What follows belongs to an exercise in optimizing a design on an open flow for a short achievable clock period and few clock cycles; a production flow would make more cautious choices.
Where RTL was checked, it was by simulation tests only, not by an equivalence proof against the original.
No activity file was given, so power comes from the tool's default toggle rates.

== the previous run ==
Design mips_core, start of the top module:
module mips_core (
  input  wire logic        CLK,
  input  wire logic        nRST,
  input  wire logic        ihit,
  input  wire logic        dhit,
  input  wire logic [31:0] imem_load,
  input  wire logic [31:0] dmem_load,
  output logic      [31:0] imem_addr,
  output logic             imem_ren,
  output logic      [31:0] dmem_addr,
  output logic      [31:0] dmem_store,
  output logic             dmem_ren,
  output logic             dmem_wen,
  output logic             halt
);
  datapath u_datapath (
    .CLK        (CLK),
    .nRST       (nRST),
    .ihit       (ihit),
    .dhit       (dhit),
    .imem_load  (imem_load),
    .dmem_load  (dmem_load),
    .imem_addr  (imem_addr),
    .imem_ren   (imem_ren),
    .dmem_addr  (dmem_addr),
    .dmem_store (dmem_store),
    .dmem_ren   (dmem_ren),
    .dmem_wen   (dmem_wen),
    .halt       (halt)
  );
endmodule
clock: 10.0 ns
lec_check: 0
cap_margin: 20
core_margin: 2
core_utilization: 25
place_density: 0.35
setup_slack_margin: 5
slew_margin: 20
run.sh (not shown) runs the stock make flow with config.mk's settings and CLKGATE_MAP_FILE= SYNTH_SCRIPT=/design/flow/synth_recipe.tcl, a recipe that flattens the netlist after the stock synthesis.
Relative to the previous run, the following input files were edited for the current run:
- SETUP_SLACK_MARGIN: 5 -> unset
==> flow/flow/run.sh (new file) <==
#!/bin/bash
# The standard layout, with repair_timing aiming for a larger setup margin.
set -euo pipefail
bash standard.sh SETUP_SLACK_MARGIN=6.5 finish > make_finish.log 2>&1
==> flow/standard.sh (new file) <==
#!/bin/bash
# synth_recipe.tcl (not shown) runs the flow's synth.tcl, then flattens the netlist and writes it again
# the make line also repeats each setting of config.mk as NAME=value (left out here)
make -C /OpenROAD-flow-scripts/flow DESIGN_CONFIG=/design/flow/config.mk WORK_HOME=/design/flow/orfs CLKGATE_MAP_FILE= SYNTH_SCRIPT=/design/flow/synth_recipe.tcl "${@:-finish}"
removed: flow/run.sh
## What came out
The current run against the previous run: total vias in the final route picked up an extra 3348; number of inserted diodes shows an increase of 7; global-route usage now sits higher. The current run: minimum clock period 9.5 ps below the previous run. Of the current run and the previous run, it is the current run that has the lower fraction of area in multi-input gates. The current run has more setup slack than the previous run. On the current run: cell depth of the worst setup path is 1 higher than what the previous run gave.
No functional check of the RTL was part of any run of this note.

== run 1 ==
Another version of the RTL of mips_core (not shown whole).
Size in the first run: roughly 1,500 flip-flops, about 170 I/O pins, ~78,000 sq um of cells after synthesis.
Settings: LEC_CHECK=0, CAP_MARGIN=20, CORE_MARGIN=2, CORE_UTILIZATION=25, PLACE_DENSITY=0.35, SLEW_MARGIN=20; clock period 10.0 ns.
Stock flow here: none of the scripts above is used.
Testbench counts of run 1, summed over its fixed seeds: cycles 20,522.
Here is what was changed in the inputs of run 2 compared with run 1.
# run 1
export LEC_CHECK = 0
export CAP_MARGIN = 20
export CORE_MARGIN = 2
export CORE_UTILIZATION = 25
export PLACE_DENSITY = 0.35
export SLEW_MARGIN = 20
create_clock -name core_clock -period 10.0 [get_ports {CLK}]
# run 2
export LEC_CHECK = 0
export CAP_MARGIN = 20
export CORE_MARGIN = 2
export CORE_UTILIZATION = 25
export PLACE_DENSITY = 0.35
export SETUP_SLACK_MARGIN = 5
export SLEW_MARGIN = 20
create_clock -name core_clock -period 10.0 [get_ports {CLK}]
Notes after the runs:
- In terms of global-route wire length before repair, run 1 and run 2 differ only marginally.
- Between run 2 and run 1, the sequential share of layout area is lower for run 2.
- Net count reported at finish (lower): run 1
- Footprint of the flip-flops and latches delta (run 2 -> run 1): insignificant
The inputs of run 3 differ from those of run 2 as listed below.
# run 2
export LEC_CHECK = 0
export CAP_MARGIN = 20
export CORE_MARGIN = 2
export CORE_UTILIZATION = 25
export PLACE_DENSITY = 0.35
export SETUP_SLACK_MARGIN = 5
export SLEW_MARGIN = 20
create_clock -name core_clock -period 10.0 [get_ports {CLK}]
# run 3
export LEC_CHECK = 0
export CAP_MARGIN = 20
export CORE_MARGIN = 2
export CORE_UTILIZATION = 50
export PLACE_DENSITY = 0.65
export SETUP_SLACK_MARGIN = 5
export SLEW_MARGIN = 20
create_clock -name core_clock -period 10.0 [get_ports {CLK}]
Notes after the runs:
Compared with run 2, in run 3 final instance count without filler cells has decreased, post-layout total power now smaller, setup slack shows an increase of 0.020 ns, maximum vdd drop saw an increase.
Compared with run 2, in run 3 count of buffers not belonging to the clock network in the layout shows a reduction of 9.5%; worst reg-to-reg path cell count went down 1; count of cell instances traversed by the critical path dropped 1.
Taking run 2 as the reference, in run 3 ratio of final minimum period to clock period decreased 0.20 points; summed area of non-filler cells in the final layout fell 4.6%; share of layout cells above drive strength 1 dropped 0.92 points.
Run 3 does better than run 2 on wire length.

build 54:
mips_core, a different RTL version from the one above (not shown whole).
For scale: ~9300 cells after synthesis, about 1800 flip-flops, ~170 I/O pins.
Design mips_core, start of the top module:
module mips_core (
  input  wire logic        CLK,
  input  wire logic        nRST,
  input  wire logic        ihit,
  input  wire logic        dhit,
  input  wire logic [31:0] imem_load,
  input  wire logic [31:0] dmem_load,
  output logic      [31:0] imem_addr,
  output logic             imem_ren,
  output logic      [31:0] dmem_addr,
  output logic      [31:0] dmem_store,
  output logic             dmem_ren,
  output logic             dmem_wen,
  output logic             halt
);
clock: 10.0 ns
lec_check: 0
cap_margin: 20
core_margin: 2
core_utilization: 25
place_density: 0.35
slew_margin: 20
standard.sh (not shown) runs the stock make flow with config.mk's settings and CLKGATE_MAP_FILE= SYNTH_SCRIPT=/design/flow/synth_recipe.tcl, a recipe that flattens the netlist after the stock synthesis.
==> flow/flow/run.sh <==
#!/bin/bash
# The standard layout, with repair_timing aiming for a larger setup margin.
set -euo pipefail
bash standard.sh SETUP_SLACK_MARGIN=7.5 finish > make_finish.log 2>&1
Testbench counts of build 54, summed over its fixed seeds: cycles 18,844.
[inputs] build 59 vs build 54
==> flow/flow/run.sh <==
#!/bin/bash
# The standard layout, with repair_timing aiming for a larger setup margin.
set -euo pipefail
bash standard.sh SETUP_SLACK_MARGIN=6.0 finish > make_finish.log 2>&1
Notes after the runs:
Compare build 59 and build 54 | clock-buffer cell count lower: build 54
Between build 59 and build 54, the difference in number of combinational gates with multiple inputs is negligible.
Summary — total routing usage reported by global routing, build 59 relative to build 54: lower, by 1.8 points.
Final-layout fill cell count on build 59 is up relative to build 54.
Of the two values seen for startpoint-to-endpoint class of the critical path, flip-flop to flip-flop was produced by build 54 and primary input to flip-flop by build 59.
Build 59 vs. build 54: growth of design area from synthesis to finish now smaller, routed wire length lower.
Summary — met3 capacity usage during global routing, build 59 relative to build 54: lower, by 0.29 points.
Compared with build 54, build 59 shows a lower non-clock buffer count.
Build 59 packs its core more loosely than build 54.
> inputs changed (build 59 -> build 51)
- CORE_UTILIZATION now 35, was 25
- PLACE_DENSITY now 0.5, was 0.35
==> flow/flow/run.sh <==
#!/bin/bash
# The standard layout, with repair_timing aiming for a larger setup margin.
set -euo pipefail
bash standard.sh SETUP_SLACK_MARGIN=6.5 finish > make_finish.log 2>&1
Findings:
For proportion of register bits with asynchronous set or reset after synthesis, build 51 and build 59 come out practically identical.
[compare] base=build 59 new=build 51: height of the chip went down; worst-skew pair later-pin latency went down; die area went down; fraction of area in registers went down.
Final worst slack, build 59 and build 51: larger value in build 51
Compared with build 59, build 51 shows a non-clock buffer count that is 331 higher.
Comparing build 59 and build 51, the higher total global routing track utilization was measured on build 51.
## Diff of input files: build 60 against build 51
- PLACE_DENSITY: 0.5 -> 0.35
- CORE_UTILIZATION: 35 -> 25
--- outcome ---
- Build 60 finished every step from synthesis to the final layout, and the layout passed the timing, DRC and antenna checks.
- Post-synthesis sequential element count across build 51 and build 60: no real change.
- Of build 51 and build 60, the lower wire length of the first global-routing pass belongs to build 51.
- Maximum frequency delta (build 60 − build 51): unfavourable
- From build 51 to build 60 the numbers moved as follows: wire length reported by the detailed router increased by about 13% relative to the old numbers, maximum number of pins on one net before global-route repair up 3.8%.
- The well tap count in build 60 sits about 40% above the value recorded for build 51.
- On half-perimeter wire length after placement, build 51 beats build 60.

-- separate check: timing with driven ports --
In the flow no input, the clock included, has a driving cell. The finished layouts below were timed again as built, in two steps. Step 1 sets driving cells, clkbuf_16 on the clock port and buf_2 on the other inputs (assumed; they add their load-dependent delay and slew). Step 2 times the ports against the registers' clock, not the clock port: input delays grow and output delays shrink by t, the midpoint of the rising clock arrivals with the driver on. a / b / c = ideal / step 1 / step 2; a / b = the first two.
| run | t, ns | setup slack, ns | worst setup path at the end | slew at the worst register clock pin (ns) | worst data-port slew with drivers (ns) |
|---|---|---|---|---|---|
| the previous run | 1.004 | 4.240 / 4.306 / 3.302 | input to register | 0.07 / 0.07 | 0.19 |
| the current run | 0.998 | 4.250 / 4.316 / 3.318 | input to register | 0.07 / 0.07 | 0.19 |
| run 1 | 0.994 | 3.770 / 3.770 / 3.580 | input to register | 0.07 / 0.07 | 0.16 |
| run 2 | 0.999 | 4.919 / 4.919 / 4.238 | input to register | 0.07 / 0.07 | 0.15 |
| run 3 | 0.891 | 4.939 / 4.939 / 4.366 | input to register | 0.07 / 0.07 | 0.07 |
| build 54 | 1.036 | 5.518 / 5.518 / 4.579 | input to register | 0.08 / 0.08 | 0.24 |
| build 59 | 1.022 | 5.564 / 5.629 / 4.628 | input to register | 0.07 / 0.07 | 0.26 |
| build 51 | 0.972 | 5.692 / 5.692 / 4.746 | input to register | 0.07 / 0.07 | 0.17 |
| build 60 | 1.053 | 5.674 / 5.735 / 4.682 | input to register | 0.08 / 0.08 | 0.12 |
After both steps setup and hold are still met in every run listed. For build 60, which loses most, drivers alone change the setup slack by +0.061 ns; drivers and shift together by -0.992 ns.
